This design comes from an exercise in tuning for small area, a short achievable clock period and few clock cycles per item on the open sky130 flow, not from production work. Function was checked by simulation only, so behaviour that the tests miss may differ from the original. The clock port is modelled as an ideal driver; clocking choices that lean on that would not hold on a real chip.

run 1:
// aesDecryptTop
module aesDecryptTop
(
    input  logic   clk,
    input  logic   rstN,
    input  logic   inValid,
    input  logic [128-1:0]  cipherText,
    input  logic [1408-1:0] expandedKey,
    output logic   outValid,
    output logic [128-1:0]  plainText
);
Size in the first run: about 6100 cells after synthesis, roughly 1400 flip-flops, ~1700 I/O pins.
Settings: LEC_CHECK=0, CAP_MARGIN=20, CORE_AREA=4 4 376 376, DETAILED_ROUTE_END_ITERATION=24, DIE_AREA=0 0 380 380, SLEW_MARGIN=20; clock period 21.0 ns.
standard.sh (not shown) runs the stock make flow with config.mk's settings and CLKGATE_MAP_FILE= SYNTH_SCRIPT=/design/flow/synth_recipe.tcl, a recipe that flattens the netlist after the stock synthesis.
==> flow/flow/run.sh <==
#!/bin/bash
# The standard layout (standard.sh), with:
#  - synthesis by synth_recipe.tcl, but ABC mapping with an area-oriented script
#    (abc -script replaced; flip-flops are mapped before ABC, so unchanged),
#    without the three-input XOR cells;
#  - buf_1 port buffers, pins one track apart;
#  - timing repair aiming below the 21 ns period (SETUP_SLACK_MARGIN);
#  - a clock tree of clkbuf_16 without dummy loads, and without a wider
#    spacing rule on its root net (which clashed with neighbouring pins);
#  - the state flip-flops and output buffers one size up before the clock
#    tree (flow/pre_cts.tcl);
#  - if the routed layout has antenna or routing violations, placement and
#    routing are redone once or twice with a slightly different placement
#    density.
# Each run of standard.sh logs to standard_flow_N.log; ORFS keeps each step's
# log under orfs/logs/.
set -uo pipefail
W=$PWD
MARGIN="15.2"
CTSBUF="sky130_fd_sc_hd__clkbuf_16"
CTSEXTRA="-sink_clustering_size 20 -sink_clustering_max_diameter 100"
DENSITY="0.50"
EXTRA="GPL_ROUTABILITY_DRIVEN=0"
cp flow/map.abc $W/map.abc
cat > $W/my_synth.tcl <<EOT
proc abc {args} {
  set i [lsearch -exact \$args -script]
  if {\$i >= 0} { lset args [expr {\$i+1}] $W/map.abc }
  foreach c {xor3_1 xor3_2 xor3_4 xnor3_1 xnor3_2 xnor3_4} { lappend args -dont_use sky130_fd_sc_hd__\$c }
  yosys abc {*}\$args
}
source $W/synth_recipe.tcl
EOT
run_flow() {
  bash standard.sh \
    SYNTH_SCRIPT=$W/my_synth.tcl \
    BUFFER_PORTS_ARGS="-buffer_cell sky130_fd_sc_hd__buf_1" \
    PLACE_PINS_ARGS="-min_distance 1 -min_distance_in_tracks" \
    SETUP_SLACK_MARGIN=$MARGIN \
    PRE_CTS_TCL=$W/flow/pre_cts.tcl \
    CTS_ARGS="-sink_clustering_enable -repair_clock_nets -dont_use_dummy_load -apply_ndr none -buf_list {$CTSBUF} $CTSEXTRA" \
    $EXTRA "$@"
}
# a layout is retried if it is missing, has antenna violations or the
# detailed router left violations.
layout_ok() {
  local odb=$W/orfs/results/sky130hd/aesDecryptTop/base/6_final.odb
  local drc=$W/orfs/reports/sky130hd/aesDecryptTop/base/5_route_drc.rpt
  [[ -f $odb ]] || { echo "no final layout"; return; }
  [[ -s $drc ]] && { echo "routing violations"; return; }
  printf 'read_db %s\nputs "ANTENNAS [check_antennas]"\n' "$odb" > $W/antennas.tcl
  openroad -no_init -exit $W/antennas.tcl > $W/antennas_check.log 2>&1
  local n=$(grep -o 'ANTENNAS [0-9]*' $W/antennas_check.log | awk '{print $2}' | tail -1)
  [[ "$n" == "0" ]] && { echo ok; return; }
  echo "antenna violations: ${n:-unknown}"
}
run_flow PLACE_DENSITY=$DENSITY finish > standard_flow_0.log 2>&1
for try in 1 2; do
  st=$(layout_ok)
  echo "layout check after try $((try-1)): $st" >> flow_retries.log
  [[ "$st" == "ok" ]] && break
  bash standard.sh clean_place clean_cts clean_route clean_finish > standard_clean_$try.log 2>&1
  d=$(python3 -c "print(f'{$DENSITY + 0.01*$try:.2f}')")
  run_flow PLACE_DENSITY=$d finish > standard_flow_$try.log 2>&1
done
==> flow/flow/pre_cts.tcl <==
# the state register drives the plainText outputs: give its flip-flops and
# the output port buffers one size up before the clock tree is built.
set n 0
foreach inst [[ord::get_db_block] getInsts] {
  set nm [$inst getName]
  set m [[$inst getMaster] getName]
  if {[string match "*roundState*" $nm] && $m eq "sky130_fd_sc_hd__dfxtp_1"} {
    replace_cell [get_cells $nm] sky130_fd_sc_hd__dfxtp_2
    incr n
  }
}
puts "resized $n state flip-flops"
set n 0
foreach bt [[ord::get_db_block] getBTerms] {
  if {![string match "plainText*" [$bt getName]]} { continue }
  foreach it [[$bt getNet] getITerms] {
    set inst [$it getInst]
    if {[[$inst getMaster] getName] eq "sky130_fd_sc_hd__buf_1"} {
      replace_cell [get_cells [$inst getName]] sky130_fd_sc_hd__buf_2
      incr n
    }
  }
}
puts "resized $n output buffers"
Other scripts of this flow, unchanged in this note and not shown: flow/flow/map.abc
Run 1 ran to completion and came out clean on the timing, design-rule and antenna checks.
Testbench counts of run 1, summed over its fixed seeds: cycles 5,640, items 512.
Setup changes, run 1 to run 2
diff --git a/flow/flow/run.sh b/flow/flow/run.sh
--- a/flow/flow/run.sh
+++ b/flow/flow/run.sh
@@ -17,9 +17,9 @@
 set -uo pipefail
 W=$PWD
-MARGIN="15.2"
+MARGIN="15.3"
 CTSBUF="sky130_fd_sc_hd__clkbuf_16"
 CTSEXTRA="-sink_clustering_size 20 -sink_clustering_max_diameter 100"
 DENSITY="0.50"
-EXTRA="GPL_ROUTABILITY_DRIVEN=0"
+EXTRA="GPL_ROUTABILITY_DRIVEN=0 RECOVER_POWER=100"
 cp flow/map.abc $W/map.abc
 cat > $W/my_synth.tcl <<EOT
## What came out
- Nothing crashed in run 2 and all stages finished; the problem is that the final layout failed, the offending checks being max-capacitance violations, max-slew violations.
- Run 1 | status: complete | timing, DRC, antenna: pass
- On share of the clock period used by the worst path: between run 1 and run 2, it ends up higher for run 2.
- Between run 1 and run 2, the count of placed standard cells in the final layout, fillers left out does not differ in any meaningful way.
- Of the two values seen for worst setup path startpoint, aesDecryptCtrl_i.busy$_SDFF_PN0_ was produced by run 2 and aesDecryptCtrl_i.roundState[55]$_DFF_P_ by run 1.
- The via count of run 2 exceeds that of run 1 by 312.
- Between run 1 and run 2, minimum clock period increased.
- Between run 1 and run 2, the fraction of area in clock buffers and inverters figures differ only marginally.
- Number of setup buffers added after CTS ended up 3 higher on run 2 than on run 1.
- Run 2 vs run 1, post-cts sizing count went up by 43.
- Compared with run 1, run 2 shows a higher worst path arrival time.
- The post-layout utilization of the core number comes out lower for run 2 vs run 1.
The inputs of run 3 differ from those of run 2 as listed below.
diff --git a/flow/flow/run.sh b/flow/flow/run.sh
--- a/flow/flow/run.sh
+++ b/flow/flow/run.sh
@@ -17,9 +17,9 @@
 set -uo pipefail
 W=$PWD
-MARGIN="15.3"
+MARGIN="15.4"
 CTSBUF="sky130_fd_sc_hd__clkbuf_16"
 CTSEXTRA="-sink_clustering_size 20 -sink_clustering_max_diameter 100"
 DENSITY="0.50"
-EXTRA="GPL_ROUTABILITY_DRIVEN=0 RECOVER_POWER=100"
+EXTRA="GPL_ROUTABILITY_DRIVEN=0"
 cp flow/map.abc $W/map.abc
 cat > $W/my_synth.tcl <<EOT
Among run 2 and run 3, a clean, completed layout was produced by run 3 alone. Summary of run 3 over run 2: XOR/XNOR share of the synthesized area ~0 delta; non-clock buffer count +45; met1 global-route usage ~0 delta. Compared with run 2, run 3 has extra setup slack. Reported for run 2 and run 3, average cell area after synthesis turned out identical to the last digit. Run 3 does worse than run 2 on via count. In the reports for run 2 and run 3, the larger maximum frequency belongs to run 3. Taking run 2 as the reference, in run 3 arrival time reported for the critical path endpoint -5.33 ns; fraction of the cycle the final worst path needs lower.
## Diff of input files: run 4 against run 3
diff --git a/flow/flow/run.sh b/flow/flow/run.sh
--- a/flow/flow/run.sh
+++ b/flow/flow/run.sh
@@ -17,5 +17,5 @@
 set -uo pipefail
 W=$PWD
-MARGIN="15.4"
+MARGIN="13.5"
 CTSBUF="sky130_fd_sc_hd__clkbuf_16"
 CTSEXTRA="-sink_clustering_size 20 -sink_clustering_max_diameter 100"
Going from run 3 to run 4, filler-free cell count of the finished design shrank slightly.
[compare] base=run 3 new=run 4: critical path depth decreased by 5 relative to the old numbers.
Run 4 finished all stages; the layout is clean.
[inputs] run 5 vs run 4
- clearing DETAILED_ROUTE_END_ITERATION, which used to be 24
==> flow/flow/run.sh <==
#!/bin/bash
# The standard layout (standard.sh), with:
#  - synthesis by synth_recipe.tcl, but ABC mapping with an area-oriented script
#    (abc -script replaced; flip-flops are mapped before ABC, so unchanged);
#  - buf_1 port buffers, pins one track apart;
#  - timing repair aiming below the 21 ns period (SETUP_SLACK_MARGIN);
#  - a clock tree of clkbuf_16 without dummy loads;
#  - the state flip-flops and output buffers one size up before the clock
#    tree (flow/pre_cts.tcl);
#  - if the routed layout has antenna violations, placement and routing are
#    redone once or twice with a slightly different placement density.
# Each run of standard.sh logs to standard_flow_N.log; ORFS keeps each step's
# log under orfs/logs/.
set -uo pipefail
W=$PWD
MARGIN="15.3"
CTSBUF="sky130_fd_sc_hd__clkbuf_16"
CTSEXTRA="-sink_clustering_size 20 -sink_clustering_max_diameter 100"
DENSITY="0.50"
EXTRA="GPL_ROUTABILITY_DRIVEN=0"
cp flow/map.abc $W/map.abc
cat > $W/my_synth.tcl <<EOT
proc abc {args} {
  set i [lsearch -exact \$args -script]
  if {\$i >= 0} { lset args [expr {\$i+1}] $W/map.abc }
  yosys abc {*}\$args
}
source $W/synth_recipe.tcl
EOT
run_flow() {
  bash standard.sh \
    SYNTH_SCRIPT=$W/my_synth.tcl \
    BUFFER_PORTS_ARGS="-buffer_cell sky130_fd_sc_hd__buf_1" \
    PLACE_PINS_ARGS="-min_distance 1 -min_distance_in_tracks" \
    SETUP_SLACK_MARGIN=$MARGIN \
    PRE_CTS_TCL=$W/flow/pre_cts.tcl \
    CTS_ARGS="-sink_clustering_enable -repair_clock_nets -dont_use_dummy_load -buf_list {$CTSBUF} $CTSEXTRA" \
    $EXTRA "$@"
}
antennas() {
  local odb=$W/orfs/results/sky130hd/aesDecryptTop/base/6_final.odb
  [[ -f $odb ]] || { echo 1; return; }
  printf 'read_db %s\nputs "ANTENNAS [check_antennas]"\n' "$odb" > $W/antennas.tcl
  openroad -no_init -exit $W/antennas.tcl > $W/antennas_check.log 2>&1
  grep -o 'ANTENNAS [0-9]*' $W/antennas_check.log | awk '{print $2}' | tail -1
}
run_flow PLACE_DENSITY=$DENSITY finish > standard_flow_0.log 2>&1
for try in 1 2; do
  n=$(antennas)
  echo "antenna check after try $((try-1)): ${n:-unknown}" >> flow_retries.log
  [[ "$n" == "0" ]] && break
  bash standard.sh clean_place clean_cts clean_route clean_finish > standard_clean_$try.log 2>&1
  d=$(python3 -c "print(f'{$DENSITY + 0.01*$try:.2f}')")
  run_flow PLACE_DENSITY=$d finish > standard_flow_$try.log 2>&1
done
==> comparison <==
On wire length, run 5 does better than run 4.
Relative to run 4, the diode insertion count for antenna repair measured on run 5 has decreased by a little under 10%.
Min post-synthesis cell type count across run 4 and run 5: run 4
Post-synthesis instance total down about 2% in run 5 wrt run 4
In terms of post-synthesis share of cell area spent on full adders, half adders and majority gates, run 5 and run 4 differ only marginally.
Comparing run 4 and run 5, the lower final HPWL from detailed placement is on run 5.
Global-route usage was lower in the run labelled run 5.
Fmax: run 5 higher than run 4
Compared to run 4, run 5 has met1 track demand over resource in global routing 1.2 points lower.
Run 5: arrival time of data at the critical path endpoint is 5.85 ns lower than what run 4 reported.
For run 6, these inputs were changed with respect to run 5:
- an added DETAILED_ROUTE_END_ITERATION of 24
==> flow/flow/run.sh <==
#!/bin/bash
# The standard layout (standard.sh), with:
#  - synthesis by synth_recipe.tcl, but ABC mapping with an area-oriented script
#    (abc -script replaced; flip-flops are mapped before ABC, so unchanged),
#    without the three-input XOR cells;
#  - buf_1 port buffers, pins one track apart;
#  - timing repair aiming below the 21 ns period (SETUP_SLACK_MARGIN);
#  - a clock tree of clkbuf_16 without dummy loads, and without a wider
#    spacing rule on its root net (which clashed with neighbouring pins);
#  - the state flip-flops and output buffers one size up before the clock
#    tree (flow/pre_cts.tcl);
#  - if the routed layout has antenna or routing violations, placement and
#    routing are redone once or twice with a slightly different placement
#    density.
# Each run of standard.sh logs to standard_flow_N.log; ORFS keeps each step's
# log under orfs/logs/.
set -uo pipefail
W=$PWD
MARGIN="15.3"
CTSBUF="sky130_fd_sc_hd__clkbuf_16"
CTSEXTRA="-sink_clustering_size 20 -sink_clustering_max_diameter 100"
DENSITY="0.50"
EXTRA="GPL_ROUTABILITY_DRIVEN=0"
cp flow/map.abc $W/map.abc
cat > $W/my_synth.tcl <<EOT
proc abc {args} {
  set i [lsearch -exact \$args -script]
  if {\$i >= 0} { lset args [expr {\$i+1}] $W/map.abc }
  foreach c {xor3_1 xor3_2 xor3_4 xnor3_1 xnor3_2 xnor3_4} { lappend args -dont_use sky130_fd_sc_hd__\$c }
  yosys abc {*}\$args
}
source $W/synth_recipe.tcl
EOT
run_flow() {
  bash standard.sh \
    SYNTH_SCRIPT=$W/my_synth.tcl \
    BUFFER_PORTS_ARGS="-buffer_cell sky130_fd_sc_hd__buf_1" \
    PLACE_PINS_ARGS="-min_distance 1 -min_distance_in_tracks" \
    SETUP_SLACK_MARGIN=$MARGIN \
    PRE_CTS_TCL=$W/flow/pre_cts.tcl \
    CTS_ARGS="-sink_clustering_enable -repair_clock_nets -dont_use_dummy_load -apply_ndr none -buf_list {$CTSBUF} $CTSEXTRA" \
    $EXTRA "$@"
}
# a layout is retried if it is missing, has antenna violations or the
# detailed router left violations.
layout_ok() {
  local odb=$W/orfs/results/sky130hd/aesDecryptTop/base/6_final.odb
  local drc=$W/orfs/reports/sky130hd/aesDecryptTop/base/5_route_drc.rpt
  [[ -f $odb ]] || { echo "no final layout"; return; }
  [[ -s $drc ]] && { echo "routing violations"; return; }
  printf 'read_db %s\nputs "ANTENNAS [check_antennas]"\n' "$odb" > $W/antennas.tcl
  openroad -no_init -exit $W/antennas.tcl > $W/antennas_check.log 2>&1
  local n=$(grep -o 'ANTENNAS [0-9]*' $W/antennas_check.log | awk '{print $2}' | tail -1)
  [[ "$n" == "0" ]] && { echo ok; return; }
  echo "antenna violations: ${n:-unknown}"
}
run_flow PLACE_DENSITY=$DENSITY finish > standard_flow_0.log 2>&1
for try in 1 2; do
  st=$(layout_ok)
  echo "layout check after try $((try-1)): $st" >> flow_retries.log
  [[ "$st" == "ok" ]] && break
  bash standard.sh clean_place clean_cts clean_route clean_finish > standard_clean_$try.log 2>&1
  d=$(python3 -c "print(f'{$DENSITY + 0.01*$try:.2f}')")
  run_flow PLACE_DENSITY=$d finish > standard_flow_$try.log 2>&1
done
diff --git a/flow/flow/pre_cts.tcl b/flow/flow/pre_cts.tcl
--- a/flow/flow/pre_cts.tcl
+++ b/flow/flow/pre_cts.tcl
@@ -6,5 +6,5 @@
   set m [[$inst getMaster] getName]
   if {[string match "*roundState*" $nm] && $m eq "sky130_fd_sc_hd__dfxtp_1"} {
-    replace_cell [get_cells $nm] sky130_fd_sc_hd__dfxtp_2
+    replace_cell [get_cells $nm] sky130_fd_sc_hd__dfxtp_4
     incr n
   }
@@ -17,5 +17,5 @@
     set inst [$it getInst]
     if {[[$inst getMaster] getName] eq "sky130_fd_sc_hd__buf_1"} {
-      replace_cell [get_cells [$inst getName]] sky130_fd_sc_hd__buf_2
+      replace_cell [get_cells [$inst getName]] sky130_fd_sc_hd__buf_4
       incr n
     }
==> comparison <==
Against run 5, run 6 comes in 0.60 points higher on sequential cell area share. Re global-route usage over all layers: run 5 and run 6 aren't equal, and the lower value belongs to run 5. A end of the critical path of plainText[4] is what run 5 shows, while plainText[127] belongs to run 6. Run 6 vs run 5, instance count: run 6 higher. Fraction of synthesized area in multiplexers: run 5 vs run 6 — no meaningful difference. From run 5 to run 6 the numbers moved as follows: multi-input gate count has increased.

-- separate check: timing with driven ports --
In the flow no input, the clock included, has a driving cell. The finished layouts below were timed again as built, in two steps. Step 1: set_driving_cell puts a clkbuf_16 on clk and a buf_2 on each other input, an assumption about the parent block. Step 2 adds t to the input delays and takes it off the output delays; t is the mean of the earliest and latest rising clock arrival at the registers after step 1. Input paths then give back, and output paths get back, about the clock's delay inside the block. Slacks: no drivers / after step 1 / after step 2; pairs: no drivers / after step 1.
run | t (ns) | slack for setup (ns) | hold slack, ns | worst setup path after step 2 | worst data-port slew with drivers (ns)
run 1 | 0.786 | 15.287 / 15.201 / 14.718 | 0.389 / 0.389 / 0.389 | input to register | 0.17
run 2 | 0.788 | 9.522 / 9.522 / 9.522 | 0.395 / 0.395 / 0.395 | register to register | 0.18
run 3 | 0.793 | 15.363 / 15.292 / 14.663 | 0.394 / 0.394 / 0.394 | input to register | 0.19
run 4 | 0.764 | 14.170 / 14.170 / 14.170 | 0.383 / 0.383 / 0.383 | register to register | 0.19
run 5 | 0.779 | 15.317 / 15.233 / 14.824 | 0.361 / 0.361 / 0.361 | input to register | 0.19
run 6 | 0.785 | 15.417 / 15.329 / 14.699 | 0.386 / 0.386 / 0.386 | input to register | 0.18
For run 6, which loses most, drivers alone change the setup slack by -0.088 ns; drivers and shift together by -0.718 ns.
